Background: an optimization exercise with open tools, aiming at small area and a short achievable clock period. Do not read the settings as production practice. In this exercise RTL edits were held to simulation tests only and were not proved equivalent to the original. No activity file was given, so power comes from the tool's default toggle rates.

===== design/flow/run.sh =====
#!/bin/bash
# synth_recipe.tcl (not shown) runs the flow's synth.tcl, then flattens the netlist and writes it again
# the make line also repeats each setting of config.mk as NAME=value (left out here)
make -C /OpenROAD-flow-scripts/flow DESIGN_CONFIG=/design/flow/config.mk WORK_HOME=/design/flow/orfs CLKGATE_MAP_FILE= SYNTH_SCRIPT=/design/flow/synth_recipe.tcl finish

===== design/flow/constraint.sdc =====
create_clock -name core_clock -period 5.0 [get_ports {CLK}]
set_input_delay 1.0000 -clock core_clock [delete_from_list [all_inputs] [get_ports {CLK}]]
set_output_delay 1.0000 -clock core_clock [all_outputs]
set_load 0.01 [all_outputs]

===== design/flow/design.v =====
package lrm_pkg;
    localparam int unsigned DATA_W    = 8;
    localparam int unsigned SAMPLE_W  = 17;
    localparam int unsigned RESULT_W  = 25;
    localparam int unsigned CYCLE_W   = 32;
    localparam int unsigned X_MSB     = 16;
    localparam int unsigned Y_MSB     = 8;
    localparam int unsigned PRED_BIT  = 0;
    localparam int unsigned MIN_TRAIN = 2;
    localparam logic [1:0] ST_IDLE   = 2'd0;
    localparam logic [1:0] ST_STREAM = 2'd1;
    localparam logic [1:0] ST_DRAIN  = 2'd2;
    typedef struct packed {
        logic              fit_ok;
        logic [DATA_W-1:0] yp;
        logic [DATA_W-1:0] a;
        logic [DATA_W-1:0] b;
    } result_t;
endpackage
module lrm_sync_fifo #(
    parameter int unsigned WIDTH = 17,
    parameter int unsigned DEPTH = 64
) (
    input  logic             clk,
    input  logic             rst_n,
    input  logic             push,
    input  logic [WIDTH-1:0] din,
    input  logic             pop,
    output logic [WIDTH-1:0] dout,
    output logic             full,
    output logic             empty
);
    localparam int unsigned AW = $clog2(DEPTH);
    localparam int unsigned CW = AW + 1;
    logic [WIDTH-1:0] mem [DEPTH];
    logic [AW-1:0]    wr_ptr;
    logic [AW-1:0]    rd_ptr;
    logic [CW-1:0]    count;
    logic [CW-1:0]    count_next;
    logic             push_ok;
    logic             pop_ok;
    assign push_ok = push && !full;
    assign pop_ok  = pop && !empty;
    assign dout    = empty ? '0 : mem[rd_ptr];
    always_comb begin
        count_next = count;
        case ({push_ok, pop_ok})
            2'b10:   count_next = count + CW'(1);
            2'b01:   count_next = count - CW'(1);
            default: count_next = count;
        endcase
    end
    always_ff @(posedge clk) begin
        if (push_ok) begin
            mem[wr_ptr] <= din;
        end
    end
    always_ff @(posedge clk or negedge rst_n) begin
        if (!rst_n) begin
            wr_ptr <= '0;
            rd_ptr <= '0;
            count  <= '0;
            empty  <= 1'b1;
            full   <= 1'b0;
        end else begin
            if (push_ok) begin
                wr_ptr <= wr_ptr + AW'(1);
            end
            if (pop_ok) begin
                rd_ptr <= rd_ptr + AW'(1);
            end
            count <= count_next;
            empty <= (count_next == CW'(0));
            full  <= (count_next == CW'(DEPTH));
        end
    end
endmodule
module lrm_sample_feeder #(
    parameter int unsigned DEPTH     = 64,
    parameter int unsigned RES_DEPTH = 8
) (
    input  logic                 CLK,
    input  logic                 RESET_N,
    input  logic                 START,
    input  logic                 WR_EN,
    input  logic [lrm_pkg::SAMPLE_W-1:0]  WR_DATA,
    output logic                 FULL,
    input  logic                 LRM_READY,
    output logic [lrm_pkg::DATA_W-1:0]    LRM_XI,
    output logic [lrm_pkg::DATA_W-1:0]    LRM_YI,
    output logic                 LRM_PREDICT,
    output logic                 LRM_VALID,
    input  logic                 LRM_DONE,
    input  logic [lrm_pkg::DATA_W-1:0]    LRM_YP,
    input  logic [lrm_pkg::DATA_W-1:0]    LRM_A,
    input  logic [lrm_pkg::DATA_W-1:0]    LRM_B,
    input  logic                 RD_EN,
    output logic [lrm_pkg::RESULT_W-1:0]  RD_DATA,
    output logic                 RES_EMPTY,
    output logic [lrm_pkg::DATA_W-1:0]    TRAIN_CNT,
    output logic [lrm_pkg::DATA_W-1:0]    OUTSTANDING,
    output logic [lrm_pkg::CYCLE_W-1:0]   CYCLES,
    output logic                 BUSY,
    output logic                 FINISHED,
    output logic                 ERR
);
    logic [1:0]          state;
    logic [1:0]          state_next;
    logic                finished_next;
    logic [lrm_pkg::SAMPLE_W-1:0] s_head;
    logic                s_empty;
    logic                r_full;
    logic                valid_c;
    logic                xfer_c;
    logic                start_c;
    logic                fit_ok_c;
    logic [lrm_pkg::DATA_W-1:0]   head_xi;
    logic [lrm_pkg::DATA_W-1:0]   head_yi;
    logic                head_pred;
    lrm_pkg::result_t             res_word;
    assign head_xi   = s_head[lrm_pkg::X_MSB -: lrm_pkg::DATA_W];
    assign head_yi   = s_head[lrm_pkg::Y_MSB -: lrm_pkg::DATA_W];
    assign head_pred = s_head[lrm_pkg::PRED_BIT];
    assign valid_c  = (state == lrm_pkg::ST_STREAM) && !s_empty;
    assign xfer_c   = valid_c && LRM_READY;
    assign start_c  = START && (state == lrm_pkg::ST_IDLE);
    assign fit_ok_c = (TRAIN_CNT >= lrm_pkg::DATA_W'(lrm_pkg::MIN_TRAIN));
    assign res_word = {fit_ok_c, LRM_YP, LRM_A, LRM_B};
    assign LRM_VALID = valid_c;
    assign LRM_XI      = valid_c ? head_xi   : '0;
    assign LRM_YI      = valid_c ? head_yi   : '0;
    assign LRM_PREDICT = valid_c ? head_pred : 1'b0;
    lrm_sync_fifo #(
        .WIDTH (lrm_pkg::SAMPLE_W),
        .DEPTH (DEPTH)
    ) u_sample_fifo (
        .clk   (CLK),
        .rst_n (RESET_N),
        .push  (WR_EN),
        .din   (WR_DATA),
        .pop   (xfer_c),
        .dout  (s_head),
        .full  (FULL),
        .empty (s_empty)
    );
    lrm_sync_fifo #(
        .WIDTH (lrm_pkg::RESULT_W),
        .DEPTH (RES_DEPTH)
    ) u_result_fifo (
        .clk   (CLK),
        .rst_n (RESET_N),
        .push  (LRM_DONE),
        .din   (res_word),
        .pop   (RD_EN),
        .dout  (RD_DATA),
        .full  (r_full),
        .empty (RES_EMPTY)
    );
    always_comb begin
        state_next    = state;
        finished_next = 1'b0;
        case (state)
            lrm_pkg::ST_IDLE: begin
                if (START) begin
                    state_next = lrm_pkg::ST_STREAM;
                end
            end
            lrm_pkg::ST_STREAM: begin
                if (s_empty) begin
                    state_next = lrm_pkg::ST_DRAIN;
                end
            end
            lrm_pkg::ST_DRAIN: begin
                if ((OUTSTANDING == '0) && !LRM_DONE) begin
                    state_next    = lrm_pkg::ST_IDLE;
                    finished_next = 1'b1;
                end
            end
            default: begin
                state_next = lrm_pkg::ST_IDLE;
            end
        endcase
    end
    always_ff @(posedge CLK or negedge RESET_N) begin
        if (!RESET_N) begin
            state    <= lrm_pkg::ST_IDLE;
            BUSY     <= 1'b0;
            FINISHED <= 1'b0;
            ERR      <= 1'b0;
        end else begin
            state    <= state_next;
            BUSY     <= (state_next != lrm_pkg::ST_IDLE);
            FINISHED <= finished_next;
            if ((WR_EN && FULL) || (LRM_DONE && r_full)) begin
                ERR <= 1'b1;
            end
        end
    end
    always_ff @(posedge CLK or negedge RESET_N) begin
        if (!RESET_N) begin
            CYCLES      <= '0;
            TRAIN_CNT   <= '0;
            OUTSTANDING <= '0;
        end else if (start_c) begin
            CYCLES      <= '0;
            TRAIN_CNT   <= '0;
            OUTSTANDING <= '0;
        end else begin
            if (state != lrm_pkg::ST_IDLE) begin
                CYCLES <= CYCLES + lrm_pkg::CYCLE_W'(1);
            end
            if (xfer_c && !head_pred && (TRAIN_CNT != {lrm_pkg::DATA_W{1'b1}})) begin
                TRAIN_CNT <= TRAIN_CNT + lrm_pkg::DATA_W'(1);
            end
            case ({xfer_c && head_pred, LRM_DONE})
                2'b10: OUTSTANDING <= OUTSTANDING + lrm_pkg::DATA_W'(1);
                2'b01: begin
                    if (OUTSTANDING != '0) begin
                        OUTSTANDING <= OUTSTANDING - lrm_pkg::DATA_W'(1);
                    end
                end
                default: begin
                end
            endcase
        end
    end
endmodule

===== design/flow/config.mk =====
export PLATFORM = sky130hd
export DESIGN_NAME = lrm_sample_feeder
export DESIGN_NICKNAME = lrm_sample_feeder
export VERILOG_FILES = /design/flow/design.v
export SDC_FILE = /design/flow/constraint.sdc
export NUM_CORES = 4
export LEC_CHECK = 0
export CAP_MARGIN = 20
export CORE_MARGIN = 2
export CORE_UTILIZATION = 40
export PLACE_DENSITY = 0.6
export SLEW_MARGIN = 20

==> results.txt <==
## kinds of logic (layout without fill, tap and decap cells)
family | after synthesis | in the layout | share of synthesized area [%]
and+or+nand+nor | 339 | 339 | 3.009
adders and majority gates | 20 | 20 | 0.4940
buffers and inverters | 145 | 600 | 1.107
xor gates and xnor gates | 36 | 36 | 0.5872
DFF | 1374 | 1374 | 76.05
AOI/OAI and AO/OA | 89 | 89 | 1.025
muxes | 454 | 454 | 17.73
other | 0 | 1 | 0
## Yosys cell counts (8+ instances only)
library cell / count / area [um^2]
sky130_fd_sc_hd__buf_1: 28 / 105.1
sky130_fd_sc_hd__nand4_1: 14 / 87.58
sky130_fd_sc_hd__edfxtp_1: 1288 / 38680
sky130_fd_sc_hd__a21oi_1: 9 / 45.04
sky130_fd_sc_hd__nor3_1: 8 / 40.04
sky130_fd_sc_hd__and3_1: 11 / 68.82
sky130_fd_sc_hd__inv_1: 10 / 37.54
sky130_fd_sc_hd__dfrtp_1: 84 / 2102
sky130_fd_sc_hd__o21ai_0: 33 / 165.2
sky130_fd_sc_hd__nand3_1: 42 / 210.2
sky130_fd_sc_hd__ha_1: 18 / 225.2
sky130_fd_sc_hd__mux2i_1: 51 / 510.5
sky130_fd_sc_hd__buf_2: 19 / 95.09
sky130_fd_sc_hd__nor2b_1: 8 / 50.05
sky130_fd_sc_hd__nor4_1: 8 / 50.05
sky130_fd_sc_hd__mux4_2: 397 / 8941
sky130_fd_sc_hd__clkbuf_1: 82 / 307.8
sky130_fd_sc_hd__and2_1: 21 / 131.4
sky130_fd_sc_hd__xnor2_1: 22 / 192.7
sky130_fd_sc_hd__nor2_1: 126 / 473.0
sky130_fd_sc_hd__nand2b_1: 8 / 50.05
sky130_fd_sc_hd__o21ai_1: 10 / 50.05
sky130_fd_sc_hd__xor2_1: 14 / 122.6
sky130_fd_sc_hd__nand2_1: 66 / 247.7
## cell type report
| type | count | area, um^2 | share of cell area, % |
|---|---|---|---|
| inverters | 11 | 41.29 | 0.06513 |
| well taps | 1768 | 2212 | 3.490 |
| repair buffers | 325 | 3299 | 5.205 |
| diodes | 1 | 2.502 | 0.003947 |
| flip-flops and latches | 1374 | 40850 | 64.44 |
| clock inverters | 77 | 737.0 | 1.163 |
| multi-input cells | 938 | 12430 | 19.61 |
| clock buffers | 187 | 3817 | 6.022 |
## report_power, final
group	internal, mW	switching, mW
sequential	13.4	0.775
clock	5.86	4.44
combinational	5.98	5.85
total	25.3	11.1
## layout by cell type (no fill, tap or decap), drive strengths merged, types with 18 or more instances in the layout
master / n
clkinv: 60
and2: 21
nand3: 42
inv: 18
mux4: 397
nand2: 66
nor2: 126
clkbuf: 188
edfxtp: 1288
dfrtp: 84
ha: 18
clkdlybuf4s50: 109
buf: 197
xnor2: 22
mux2i: 51
o21ai: 43
## worst reg2reg max path: stages, from the launching register on
cell	delay, ps
sky130_fd_sc_hd__dfrtp_4	470
sky130_fd_sc_hd__buf_12	120
sky130_fd_sc_hd__buf_4	170
sky130_fd_sc_hd__buf_8	210
sky130_fd_sc_hd__mux4_2	540
sky130_fd_sc_hd__mux2i_1	140
sky130_fd_sc_hd__buf_4	160
sky130_fd_sc_hd__o22a_1	120
sky130_fd_sc_hd__nand3_1	210
sky130_fd_sc_hd__nand3_1	280
sky130_fd_sc_hd__and2_2	280
sky130_fd_sc_hd__ha_1	250
sky130_fd_sc_hd__a21o_1	170
sky130_fd_sc_hd__a21oi_1	270
sky130_fd_sc_hd__o21bai_1	120
sky130_fd_sc_hd__a21oi_1	250
sky130_fd_sc_hd__o21ai_0	220
sky130_fd_sc_hd__mux2_2	320
sky130_fd_sc_hd__o211a_1	110
sky130_fd_sc_hd__a21oi_1	120
## metal layers
metal	GRT usage, %	routed length [um]	vias up
li1	-	-	10930
met1	26.64	54530	14210
met2	29.99	63030	1044
met3	4.045	10020	198
met4	5.621	3111	8
met5	0	57	-
## sequential cells by signal, indices dropped and copies added, names as in the netlist, 2 cells and up
signal,flops
CYCLES,32
u_sample_fifo.rd_ptr,6
u_sample_fifo.wr_ptr,6
u_result_fifo.count,4
state,2
u_result_fifo.rd_ptr,3
TRAIN_CNT,8
u_sample_fifo.count,7
OUTSTANDING,8
u_sample_fifo.mem,1088
u_result_fifo.mem,200
u_result_fifo.wr_ptr,3
## final timing paths
path                            slack, ps                    start  cells past startpoint                      end
worst max register to register        410  u_sample_fifo.rd_ptr[1]                     19           OUTSTANDING[7]
worst max-delay path                   30  u_sample_fifo.rd_ptr[0]                      9                LRM_YI[1]
worst min-delay path                  290                  RESET_N                      1               CYCLES[28]
min in group core_clock               490   u_result_fifo.count[3]                      1   u_result_fifo.count[3]
max in group asynchronous            3690                  RESET_N                      2  u_sample_fifo.rd_ptr[0]
worst min register to register        490   u_result_fifo.count[3]                      1   u_result_fifo.count[3]
## metrics by stage
step,hold slack [ps],cell area [um^2]
floorplan,446.2,53690
global route,337.5,63390
finish,293.2,63390
global placement,460.7,58000
CTS,282.0,63070
detailed placement,475.3,58020
## repair_timing
action,4_1_cts,5_1_grt
cloned,5,1
resized for setup,48,23
pin swaps,0,0
setup buffers,18,30
endpoints found under the hold margin,0,0
endpoints found under the setup margin,16,14
==> impl_summary.txt <==
----------------------------------------------------
[Synthesis]
  Count of yosys warnings during synthesis ... 3
  Post-synthesis cell area ... about 54,000 um^2
  Synthesized area divided by synthesized cell count ... about 22 um^2
  Asr flop ratio synth ... 6.259%
  Post-Synthesis Cells ... approximately 2,500
  Share of synthesized area occupied by flip-flops and latches ... 76.05%
  Number of synthesized flops with an enable pin ... approximately 1,300
  Ys flop type ... sky130_fd_sc_hd__edfxtp_1
  Syn Nets ... 2,525
  Distinct cell type count after synthesis ... between 50 and 60
  Post-synthesis sequential element count ... around 1,400

[CTS]
  CTS Root Buffer Type ... sky130_fd_sc_hd__clkbuf_16
  Clock sink total ... 1,374
  Worst-Skew Late Latency ... 770 ps
  Htree depth ... 4
  Num CTS Buffers ... 145
  Clock tree from TritonCTS ... built
  Number of hold-repair buffers added at the cts stage ... 0
  Buffers from clock root to sink, at most ... 3
  Clock Pin Slew Worst Setup and Hold Paths ... 60 ps

[Run]
  Maximum Capacitance Violations ... 0

[Power]
  Leak Pwr ... 20.52 nW
  PnR Total Power ... 36.31 mW
  Highest ir drop seen on vdd ... 0.3831 mV
  Power density over cell area ... 572.7 nW/um^2

[Worst setup path]
  Critical Path Fanout Max ... 16
  Category of the critical setup timing path ... register to output pin
  CP dominant cell by count ... sky130_fd_sc_hd__mux4_2
  Slowest cell on crit path ... sky130_fd_sc_hd__mux4_2
  Worst path buffer plus inverter count ... 5
  Required time at the worst-slack endpoint ... 4000 ps
  CP startpoint kind ... register
  Critical path's largest stage delay ... 600 ps
  Worst EP arrival ... 3970 ps
  Crit path capture type ... output pin
  Family with the most delay on the worst path ... multiplexers
  Ordered list of cells on the worst path ... buf_12 > buf_12 > buf_16 > buf_4 > mux4_2 > mux4_2 > mux4_2 > and2_1 > dlygate4sd2_1

[Detailed routing]
  Number of violations reported at the end of detailed-routing iteration 0 ... ~2,900
  Final WL ... ~130,000 um
  Via Count ... 26,390
  Avg WL per Cell ... 27.93 um
  Pre-antenna DRT Iters ... 5
  Mean number of vias per cell ... 5.638
  Remaining design rule violation count ... 0
  Routed Antenna Nets ... 0

[Finish]
  Proportion of layout cells with a drive suffix above 1 ... about 30%
  Layout filler cell count ... 10,860
  Nets ... 2,863
  Number of non-filler instances in the completed layout ... 4,681
  Post-synthesis to final-layout area growth ... 18.07%
  Core occupancy in the finished layout ... a little under half

[STA]
  Final setup slack of the worst path ... 33.30 ps
  Ratio of final minimum period to clock period ... between 90% and 100%
  Setup total negative slack ... 0 ps
  Post-route minimum period ... 4967 ps
  Final count of hold timing violations ... 0
  Worst clock skew on the final layout ... 35.59 ps
  Fmax ... approximately 200 MHz
  Finish-stage setup viols ... 0
  Worst Tran Pin Value ... 1041 ps
  Setup repair after global routing missed its margin ... true
  Max-slew violation total from the final report ... 0
  Slew margin rel. ... 30.60%

[Run status]
  Status ... no timing/DRC/antenna violations

[Global route]
  Number of global-route vias before repair ... 26,870
  Overall global routing resource usage ... 18.99%
  GRT overflow ... 0
  Global-route wire length before repair ... 186,400 um
  Pin count of the biggest net entering global routing ... 65
  Initial antenna violation count ... 9

[Die]
  Number of top-level pins ... 144
  Full die area ... 137,200 um^2
  # rows ... 134
  Starting Density ... 40.28%
  DIE HEIGHT ... 370.4 um
  Core area ... 133,300 um^2
  Horizontal die dimension ... ~370 um

[Place]
  Cell Count Post-Placement ... 4,364
  Global placer's final weighted congestion ... 0.7920
  Worst setup timing slack at the placement stage ... 334.3 ps
  Estimated wirelength of the detail-placed design ... 75,410 um
  Buffers added on ports ... between 100 and 150

[Worst hold path]
  Min-delay worst type ... input pin to asynchronous set/reset pin

----------------------------------------------------

-- static timing again, ports no longer ideal --
In the flow no input, the clock included, has a driving cell. The finished layout below was timed again as built, in two steps.
Step 1 assumes that a clkbuf_16 drives the clock port and a buf_2 every other input.
Step 2 times the ports against the registers' clock, not the clock port: input delays grow and output delays shrink by t, the midpoint of the rising clock arrivals with the driver on.
Slacks: ideal / step 1 / step 2; pairs: ideal / step 1.
t, ns: 0.826
slack for setup (ns): 0.033 / -0.040 / 0.409
worst slew at a driven data input, ns: 0.08
After both steps setup and hold are still met in this run. The setup slack of this run moves by -0.073 ns with the drivers and by +0.376 ns with both steps.
